Background: an optimization exercise with open tools, aiming at a short achievable clock period and few clock cycles. Do not read the settings as production practice.
Where RTL was checked, it was by simulation tests only, not by an equivalence proof against the original.
Power figures rest on the tool's default switching activity, not on a simulated workload.

==> branch quartz: inputs <==
==> flow/design.v <==
`timescale 1ns/100ps
`default_nettype none
module cache_way #(
    parameter int S_INDEX = 3
) (
    input wire logic clk,
    input wire logic rst_n_i,
    input wire logic [S_INDEX-1:0] index_i,
    input wire logic [31-5-S_INDEX:0] req_tag_i,
    input wire logic fill_i,
    input wire logic [255:0] fill_line_i,
    input wire logic fill_dirty_i,
    input wire logic write_i,
    input wire logic [31:0] byte_en_i,
    input wire logic [255:0] wdata_i,
    output logic [255:0] rline_o,
    output logic [31-5-S_INDEX:0] tag_o,
    output logic valid_o,
    output logic dirty_o,
    output logic hit_o
);
    localparam int LINE_BITS = 256;
    localparam int MASK_BITS = LINE_BITS / 8;
    localparam int OFFSET_BITS = 5;
    localparam int TAG_BITS = 32 - OFFSET_BITS - S_INDEX;
    localparam int NUM_SETS = 2 ** S_INDEX;
    logic [LINE_BITS-1:0] data_q [NUM_SETS];
    logic [TAG_BITS-1:0] tag_q [NUM_SETS];
    logic [NUM_SETS-1:0] valid_q;
    logic [NUM_SETS-1:0] dirty_q;
    logic [NUM_SETS-1:0] match;
    logic [NUM_SETS-1:0] set_sel;
    always_comb begin
        for (int s = 0; s < NUM_SETS; s++) begin
            match[s] = valid_q[s] && (tag_q[s] == req_tag_i);
            set_sel[s] = (index_i == S_INDEX'(s));
        end
    end
    assign hit_o = |(match & set_sel);
    always_ff @(posedge clk) begin
        for (int s = 0; s < NUM_SETS; s++) begin
            for (int b = 0; b < MASK_BITS; b++) begin
                if (fill_i && set_sel[s]) begin
                    data_q[s][8*b +: 8] <= fill_line_i[8*b +: 8];
                end else if (write_i && set_sel[s] && byte_en_i[b]) begin
                    data_q[s][8*b +: 8] <= wdata_i[8*b +: 8];
                end
            end
        end
    end
    always_ff @(posedge clk) begin
        if (fill_i) begin
            tag_q[index_i] <= req_tag_i;
        end
    end
    always_ff @(posedge clk or negedge rst_n_i) begin
        if (!rst_n_i) begin
            valid_q <= '0;
            dirty_q <= '0;
        end else if (fill_i) begin
            valid_q[index_i] <= 1'b1;
            dirty_q[index_i] <= fill_dirty_i;
        end else if (write_i) begin
            dirty_q[index_i] <= 1'b1;
        end
    end
    always_comb begin
        rline_o = data_q[index_i];
        tag_o = tag_q[index_i];
        valid_o = valid_q[index_i];
        dirty_o = dirty_q[index_i];
    end
endmodule
`default_nettype wire
`timescale 1ns/100ps
`default_nettype none
module cache_way_select #(
    parameter int S_INDEX = 3
) (
    input wire logic clk,
    input wire logic rst_n_i,
    input wire logic [S_INDEX-1:0] index_i,
    input wire logic [255:0] rline0_i,
    input wire logic [255:0] rline1_i,
    input wire logic [31-5-S_INDEX:0] tag0_i,
    input wire logic [31-5-S_INDEX:0] tag1_i,
    input wire logic [1:0] valid_i,
    input wire logic [1:0] dirty_i,
    input wire logic lru_load_i,
    input wire logic lru_way_i,
    output logic victim_o,
    output logic victim_dirty_o,
    output logic [255:0] lru_line_o,
    output logic [31-5:0] victim_line_addr_o
);
    localparam int NUM_SETS = 2 ** S_INDEX;
    logic [NUM_SETS-1:0] lru_q;
    assign victim_o = ~lru_q[index_i];
    assign victim_dirty_o = victim_o ? (valid_i[1] && dirty_i[1]) : (valid_i[0] && dirty_i[0]);
    assign lru_line_o = victim_o ? rline1_i : rline0_i;
    assign victim_line_addr_o = {(victim_o ? tag1_i : tag0_i), index_i};
    always_ff @(posedge clk or negedge rst_n_i) begin
        if (!rst_n_i) begin
            lru_q <= '0;
        end else if (lru_load_i) begin
            lru_q[index_i] <= lru_way_i;
        end
    end
endmodule
`default_nettype wire
`timescale 1ns/100ps
`default_nettype none
module cache_control #(
    parameter int S_INDEX = 3
) (
    input wire logic clk,
    input wire logic rst_n_i,
    input wire logic mem_read_i,
    input wire logic mem_write_i,
    input wire logic [31:0] mem_addr_i,
    input wire logic pmem_resp_i,
    input wire logic [255:0] pmem_rdata_i,
    input wire logic [1:0] hit_i,
    input wire logic victim_i,
    input wire logic victim_dirty_i,
    input wire logic [255:0] rline0_i,
    input wire logic [255:0] rline1_i,
    input wire logic [255:0] lru_line_i,
    input wire logic [31-5:0] victim_line_addr_i,
    output logic [1:0] fill_o,
    output logic [1:0] write_o,
    output logic lru_load_o,
    output logic lru_way_o,
    output logic [255:0] mem_rdata_o,
    output logic mem_resp_o,
    output logic pmem_read_o,
    output logic pmem_write_o,
    output logic [31:0] pmem_address_o,
    output logic [255:0] pmem_wdata_o
);
    localparam int OFFSET_BITS = 5;
    logic resp_q;
    logic wb_q;
    logic rd_q;
    logic hit_q;
    logic hit_way_q;
    logic victim_q;
    logic [255:0] rdata_q;
    logic [255:0] wdata_q;
    logic [31-OFFSET_BITS:0] paddr_q;
    logic idle;
    logic req;
    logic hit;
    logic hit_way;
    logic fill;
    assign req = mem_read_i || mem_write_i;
    assign idle = !resp_q && !wb_q && !rd_q;
    assign hit = |hit_i;
    assign hit_way = hit_i[1];
    assign fill = rd_q && pmem_resp_i;
    always_ff @(posedge clk or negedge rst_n_i) begin
        if (!rst_n_i) begin
            resp_q <= 1'b0;
            wb_q <= 1'b0;
            rd_q <= 1'b0;
            hit_q <= 1'b0;
        end else begin
            resp_q <= 1'b0;
            if (idle && req) begin
                if (hit) resp_q <= 1'b1;
                else if (victim_dirty_i) wb_q <= 1'b1;
                else rd_q <= 1'b1;
                hit_q <= hit;
            end
            if (wb_q && pmem_resp_i) begin
                wb_q <= 1'b0;
                rd_q <= 1'b1;
            end
            if (fill) begin
                rd_q <= 1'b0;
                resp_q <= 1'b1;
            end
        end
    end
    always_ff @(posedge clk) begin
        if (idle) begin
            hit_way_q <= hit_way;
            victim_q <= victim_i;
            wdata_q <= lru_line_i;
            paddr_q <= victim_dirty_i ? victim_line_addr_i : mem_addr_i[31:OFFSET_BITS];
        end
        if (wb_q && pmem_resp_i) begin
            paddr_q <= mem_addr_i[31:OFFSET_BITS];
        end
        if (idle) rdata_q <= hit_way ? rline1_i : rline0_i;
        else if (rd_q) rdata_q <= pmem_rdata_i;
    end
    assign fill_o[0] = fill && !victim_q;
    assign fill_o[1] = fill && victim_q;
    assign write_o[0] = resp_q && hit_q && mem_write_i && !hit_way_q;
    assign write_o[1] = resp_q && hit_q && mem_write_i && hit_way_q;
    assign lru_load_o = fill || (resp_q && hit_q);
    assign lru_way_o = fill ? victim_q : hit_way_q;
    assign mem_rdata_o = rdata_q;
    assign mem_resp_o = resp_q;
    assign pmem_read_o = rd_q;
    assign pmem_write_o = wb_q;
    assign pmem_address_o = {paddr_q, OFFSET_BITS'(0)};
    assign pmem_wdata_o = wdata_q;
endmodule
`default_nettype wire
`timescale 1ns/100ps
`default_nettype none
module cache_top #(
    parameter int S_INDEX = 3
) (
    input wire logic clk,
    input wire logic rst_n_i,
    input wire logic mem_read_i,
    input wire logic mem_write_i,
    input wire logic [31:0] mem_addr_i,
    input wire logic [31:0] mem_byte_enable_i,
    input wire logic [255:0] mem_wdata_i,
    output logic [255:0] mem_rdata_o,
    output logic mem_resp_o,
    output logic pmem_read_o,
    output logic pmem_write_o,
    output logic [31:0] pmem_address_o,
    output logic [255:0] pmem_wdata_o,
    input wire logic [255:0] pmem_rdata_i,
    input wire logic pmem_resp_i
);
    localparam int TAG_BITS = 32 - 5 - S_INDEX;
    localparam int MASK_BITS = 32;
    logic [S_INDEX-1:0] index;
    logic [TAG_BITS-1:0] req_tag;
    logic victim;
    logic victim_dirty;
    logic lru_load;
    logic lru_way;
    logic [1:0] fill;
    logic [1:0] write;
    logic [255:0] fill_line;
    logic [255:0] lru_line;
    logic [31-5:0] victim_line_addr;
    logic [255:0] rline [2];
    logic [TAG_BITS-1:0] tag [2];
    logic [1:0] valid;
    logic [1:0] dirty;
    logic [1:0] way_hit;
    assign index = mem_addr_i[5 +: S_INDEX];
    assign req_tag = mem_addr_i[31 -: TAG_BITS];
    always_comb begin
        for (int b = 0; b < MASK_BITS; b++) begin
            fill_line[8*b +: 8] = (mem_write_i && mem_byte_enable_i[b]) ? mem_wdata_i[8*b +: 8]
                                                                         : pmem_rdata_i[8*b +: 8];
        end
    end
    cache_control #(.S_INDEX(S_INDEX)) cache_control_i (
        .clk, .rst_n_i,
        .mem_read_i, .mem_write_i, .mem_addr_i, .pmem_resp_i, .pmem_rdata_i,
        .hit_i(way_hit), .victim_i(victim), .victim_dirty_i(victim_dirty),
        .rline0_i(rline[0]), .rline1_i(rline[1]), .lru_line_i(lru_line), .victim_line_addr_i(victim_line_addr),
        .fill_o(fill), .write_o(write), .lru_load_o(lru_load), .lru_way_o(lru_way),
        .mem_rdata_o, .mem_resp_o, .pmem_read_o, .pmem_write_o, .pmem_address_o, .pmem_wdata_o
    );
    for (genvar w = 0; w < 2; w++) begin : g_way
        cache_way #(.S_INDEX(S_INDEX)) cache_way_i (
            .clk, .rst_n_i,
            .index_i(index), .req_tag_i(req_tag),
            .fill_i(fill[w]), .fill_line_i(fill_line), .fill_dirty_i(mem_write_i),
            .write_i(write[w]), .byte_en_i(mem_byte_enable_i), .wdata_i(mem_wdata_i),
            .rline_o(rline[w]), .tag_o(tag[w]), .valid_o(valid[w]), .dirty_o(dirty[w]),
            .hit_o(way_hit[w])
        );
    end
    cache_way_select #(.S_INDEX(S_INDEX)) cache_way_select_i (
        .clk, .rst_n_i, .index_i(index),
        .rline0_i(rline[0]), .rline1_i(rline[1]), .tag0_i(tag[0]), .tag1_i(tag[1]),
        .valid_i(valid), .dirty_i(dirty), .lru_load_i(lru_load), .lru_way_i(lru_way),
        .victim_o(victim), .victim_dirty_o(victim_dirty),
        .lru_line_o(lru_line), .victim_line_addr_o(victim_line_addr)
    );
endmodule
`default_nettype wire
==> flow/run.sh <==
#!/bin/bash
# synth_recipe.tcl (not shown) runs the flow's synth.tcl, then flattens the netlist and writes it again
# the make line also repeats each setting of config.mk as NAME=value (left out here)
make -C /OpenROAD-flow-scripts/flow DESIGN_CONFIG=/design/flow/config.mk WORK_HOME=/design/flow/orfs CLKGATE_MAP_FILE= SYNTH_SCRIPT=/design/flow/synth_recipe.tcl finish
==> flow/config.mk <==
export PLATFORM = sky130hd
export DESIGN_NAME = cache_top
export DESIGN_NICKNAME = cache_top
export VERILOG_FILES = /design/flow/design.v
export SDC_FILE = /design/flow/constraint.sdc
export NUM_CORES = 4
export LEC_CHECK = 0
export ABC_CLOCK_PERIOD_IN_PS = 2000
export CAP_MARGIN = 20
export CORE_MARGIN = 2
export CORE_UTILIZATION = 45
export SETUP_SLACK_MARGIN = 5
export SLEW_MARGIN = 20
export TNS_END_PERCENT = 10
==> flow/constraint.sdc <==
create_clock -name core_clock -period 8.0 [get_ports {clk}]
set_input_delay 1.6000 -clock core_clock [delete_from_list [all_inputs] [get_ports {clk}]]
set_output_delay 1.6000 -clock core_clock [all_outputs]
set_load 0.01 [all_outputs]
==> branch juniper: changes against branch quartz <==
==> flow/design.v, changed modules only <==
module cache_way_select #(
    parameter int S_INDEX = 3
) (
    input wire logic clk,
    input wire logic rst_n_i,
    input wire logic [S_INDEX-1:0] index_i,
    input wire logic [255:0] rline0_i,
    input wire logic [255:0] rline1_i,
    input wire logic [31-5-S_INDEX:0] tag0_i,
    input wire logic [31-5-S_INDEX:0] tag1_i,
    input wire logic [1:0] valid_i,
    input wire logic [1:0] dirty_i,
    input wire logic lru_load_i,
    input wire logic lru_way_i,
    output logic victim_o,
    output logic victim_dirty_o,
    output logic [255:0] mru_line_o,
    output logic [255:0] lru_line_o,
    output logic [31-5:0] victim_line_addr_o
);
    localparam int NUM_SETS = 2 ** S_INDEX;
    logic [NUM_SETS-1:0] lru_q;
    assign victim_o = ~lru_q[index_i];
    assign victim_dirty_o = victim_o ? (valid_i[1] && dirty_i[1]) : (valid_i[0] && dirty_i[0]);
    assign mru_line_o = victim_o ? rline0_i : rline1_i;
    assign lru_line_o = victim_o ? rline1_i : rline0_i;
    assign victim_line_addr_o = {(victim_o ? tag1_i : tag0_i), index_i};
    always_ff @(posedge clk or negedge rst_n_i) begin
        if (!rst_n_i) begin
            lru_q <= '0;
        end else if (lru_load_i) begin
            lru_q[index_i] <= lru_way_i;
        end
    end
endmodule
module cache_control #(
    parameter int S_INDEX = 3
) (
    input wire logic clk,
    input wire logic rst_n_i,
    input wire logic mem_read_i,
    input wire logic mem_write_i,
    input wire logic [31:0] mem_addr_i,
    input wire logic pmem_resp_i,
    input wire logic [255:0] pmem_rdata_i,
    input wire logic [1:0] hit_i,
    input wire logic victim_i,
    input wire logic victim_dirty_i,
    input wire logic [255:0] mru_line_i,
    input wire logic [255:0] lru_line_i,
    input wire logic [31-5:0] victim_line_addr_i,
    output logic [1:0] fill_o,
    output logic [1:0] write_o,
    output logic lru_load_o,
    output logic lru_way_o,
    output logic [255:0] mem_rdata_o,
    output logic mem_resp_o,
    output logic pmem_read_o,
    output logic pmem_write_o,
    output logic [31:0] pmem_address_o,
    output logic [255:0] pmem_wdata_o
);
    localparam int OFFSET_BITS = 5;
    logic resp_q;
    logic other_q;
    logic wb_q;
    logic rd_q;
    logic hit_q;
    logic hit_way_q;
    logic victim_q;
    logic [255:0] rdata_q;
    logic [255:0] wdata_q;
    logic [31-OFFSET_BITS:0] paddr_q;
    logic idle;
    logic req;
    logic hit;
    logic hit_way;
    logic fill;
    assign req = mem_read_i || mem_write_i;
    assign idle = !resp_q && !other_q && !wb_q && !rd_q;
    assign hit = |hit_i;
    assign hit_way = hit_i[1];
    assign fill = rd_q && pmem_resp_i;
    always_ff @(posedge clk or negedge rst_n_i) begin
        if (!rst_n_i) begin
            resp_q <= 1'b0;
            other_q <= 1'b0;
            wb_q <= 1'b0;
            rd_q <= 1'b0;
            hit_q <= 1'b0;
        end else begin
            resp_q <= 1'b0;
            if (idle && req) begin
                if (hit && mem_read_i && (hit_way == victim_i)) other_q <= 1'b1;
                else if (hit) resp_q <= 1'b1;
                else if (victim_dirty_i) wb_q <= 1'b1;
                else rd_q <= 1'b1;
                hit_q <= hit;
            end
            if (other_q) begin
                other_q <= 1'b0;
                resp_q <= 1'b1;
            end
            if (wb_q && pmem_resp_i) begin
                wb_q <= 1'b0;
                rd_q <= 1'b1;
            end
            if (fill) begin
                rd_q <= 1'b0;
                resp_q <= 1'b1;
            end
        end
    end
    always_ff @(posedge clk) begin
        if (idle) begin
            hit_way_q <= hit_way;
            victim_q <= victim_i;
            wdata_q <= lru_line_i;
            paddr_q <= victim_dirty_i ? victim_line_addr_i : mem_addr_i[31:OFFSET_BITS];
        end
        if (wb_q && pmem_resp_i) begin
            paddr_q <= mem_addr_i[31:OFFSET_BITS];
        end
        if (idle) rdata_q <= mru_line_i;
        else if (other_q) rdata_q <= lru_line_i;
        else if (rd_q) rdata_q <= pmem_rdata_i;
    end
    assign fill_o[0] = fill && !victim_q;
    assign fill_o[1] = fill && victim_q;
    assign write_o[0] = resp_q && hit_q && mem_write_i && !hit_way_q;
    assign write_o[1] = resp_q && hit_q && mem_write_i && hit_way_q;
    assign lru_load_o = fill || (resp_q && hit_q);
    assign lru_way_o = fill ? victim_q : hit_way_q;
    assign mem_rdata_o = rdata_q;
    assign mem_resp_o = resp_q;
    assign pmem_read_o = rd_q;
    assign pmem_write_o = wb_q;
    assign pmem_address_o = {paddr_q, OFFSET_BITS'(0)};
    assign pmem_wdata_o = wdata_q;
endmodule
module cache_top #(
    parameter int S_INDEX = 3
) (
    input wire logic clk,
    input wire logic rst_n_i,
    input wire logic mem_read_i,
    input wire logic mem_write_i,
    input wire logic [31:0] mem_addr_i,
    input wire logic [31:0] mem_byte_enable_i,
    input wire logic [255:0] mem_wdata_i,
    output logic [255:0] mem_rdata_o,
    output logic mem_resp_o,
    output logic pmem_read_o,
    output logic pmem_write_o,
    output logic [31:0] pmem_address_o,
    output logic [255:0] pmem_wdata_o,
    input wire logic [255:0] pmem_rdata_i,
    input wire logic pmem_resp_i
);
    localparam int TAG_BITS = 32 - 5 - S_INDEX;
    localparam int MASK_BITS = 32;
    logic [S_INDEX-1:0] index;
    logic [TAG_BITS-1:0] req_tag;
    logic victim;
    logic victim_dirty;
    logic lru_load;
    logic lru_way;
    logic [1:0] fill;
    logic [1:0] write;
    logic [255:0] fill_line;
    logic [255:0] mru_line;
    logic [255:0] lru_line;
    logic [31-5:0] victim_line_addr;
    logic [255:0] rline [2];
    logic [TAG_BITS-1:0] tag [2];
    logic [1:0] valid;
    logic [1:0] dirty;
    logic [1:0] way_hit;
    assign index = mem_addr_i[5 +: S_INDEX];
    assign req_tag = mem_addr_i[31 -: TAG_BITS];
    always_comb begin
        for (int b = 0; b < MASK_BITS; b++) begin
            fill_line[8*b +: 8] = (mem_write_i && mem_byte_enable_i[b]) ? mem_wdata_i[8*b +: 8]
                                                                         : pmem_rdata_i[8*b +: 8];
        end
    end
    cache_control #(.S_INDEX(S_INDEX)) cache_control_i (
        .clk, .rst_n_i,
        .mem_read_i, .mem_write_i, .mem_addr_i, .pmem_resp_i, .pmem_rdata_i,
        .hit_i(way_hit), .victim_i(victim), .victim_dirty_i(victim_dirty),
        .mru_line_i(mru_line), .lru_line_i(lru_line), .victim_line_addr_i(victim_line_addr),
        .fill_o(fill), .write_o(write), .lru_load_o(lru_load), .lru_way_o(lru_way),
        .mem_rdata_o, .mem_resp_o, .pmem_read_o, .pmem_write_o, .pmem_address_o, .pmem_wdata_o
    );
    for (genvar w = 0; w < 2; w++) begin : g_way
        cache_way #(.S_INDEX(S_INDEX)) cache_way_i (
            .clk, .rst_n_i,
            .index_i(index), .req_tag_i(req_tag),
            .fill_i(fill[w]), .fill_line_i(fill_line), .fill_dirty_i(mem_write_i),
            .write_i(write[w]), .byte_en_i(mem_byte_enable_i), .wdata_i(mem_wdata_i),
            .rline_o(rline[w]), .tag_o(tag[w]), .valid_o(valid[w]), .dirty_o(dirty[w]),
            .hit_o(way_hit[w])
        );
    end
    cache_way_select #(.S_INDEX(S_INDEX)) cache_way_select_i (
        .clk, .rst_n_i, .index_i(index),
        .rline0_i(rline[0]), .rline1_i(rline[1]), .tag0_i(tag[0]), .tag1_i(tag[1]),
        .valid_i(valid), .dirty_i(dirty), .lru_load_i(lru_load), .lru_way_i(lru_way),
        .victim_o(victim), .victim_dirty_o(victim_dirty),
        .mru_line_o(mru_line), .lru_line_o(lru_line), .victim_line_addr_o(victim_line_addr)
    );
endmodule
==> summary of the runs <==
Area after synthesis: branch juniper is higher than branch quartz (about 0.8%).
Against branch quartz, the total power of branch juniper is larger by 4.1%.
In branch quartz the register-to-register slack is better than in branch juniper, by 0.20 ns.
In branch quartz the global-route usage is lower than in branch juniper, by 1.1 points.
Testbench counts of branch quartz, summed over its fixed seeds: cycles 146,094.
The RTL of branch juniper was laid out without a check of its function.

-- re-timing with driven ports --
The results above use ideal ports. As a check the final layouts listed here were re-extracted and re-timed, cells and wires unchanged. Step 1: set_driving_cell puts a clkbuf_16 on clk and a buf_2 on each other input, an assumption about the parent block. Step 2, shift: input delay + t, output delay - t, t = (earliest + latest rising clock arrival at the registers) / 2. This alone moves slack from input paths to output paths. a / b / c = ideal / step 1 / step 2; a / b = the first two.
run	t (ns)	slack for setup (ns)	hold slack, ns
branch quartz	1.191	4.232 / 4.100 / 3.021	0.468 / 0.392 / 0.504
branch juniper	1.242	4.279 / 4.161 / 2.937	0.506 / 0.508 / 0.508
After both steps every run listed still meets setup and hold. For branch juniper, which loses most, drivers alone change the setup slack by -0.118 ns; drivers and shift together by -1.342 ns.
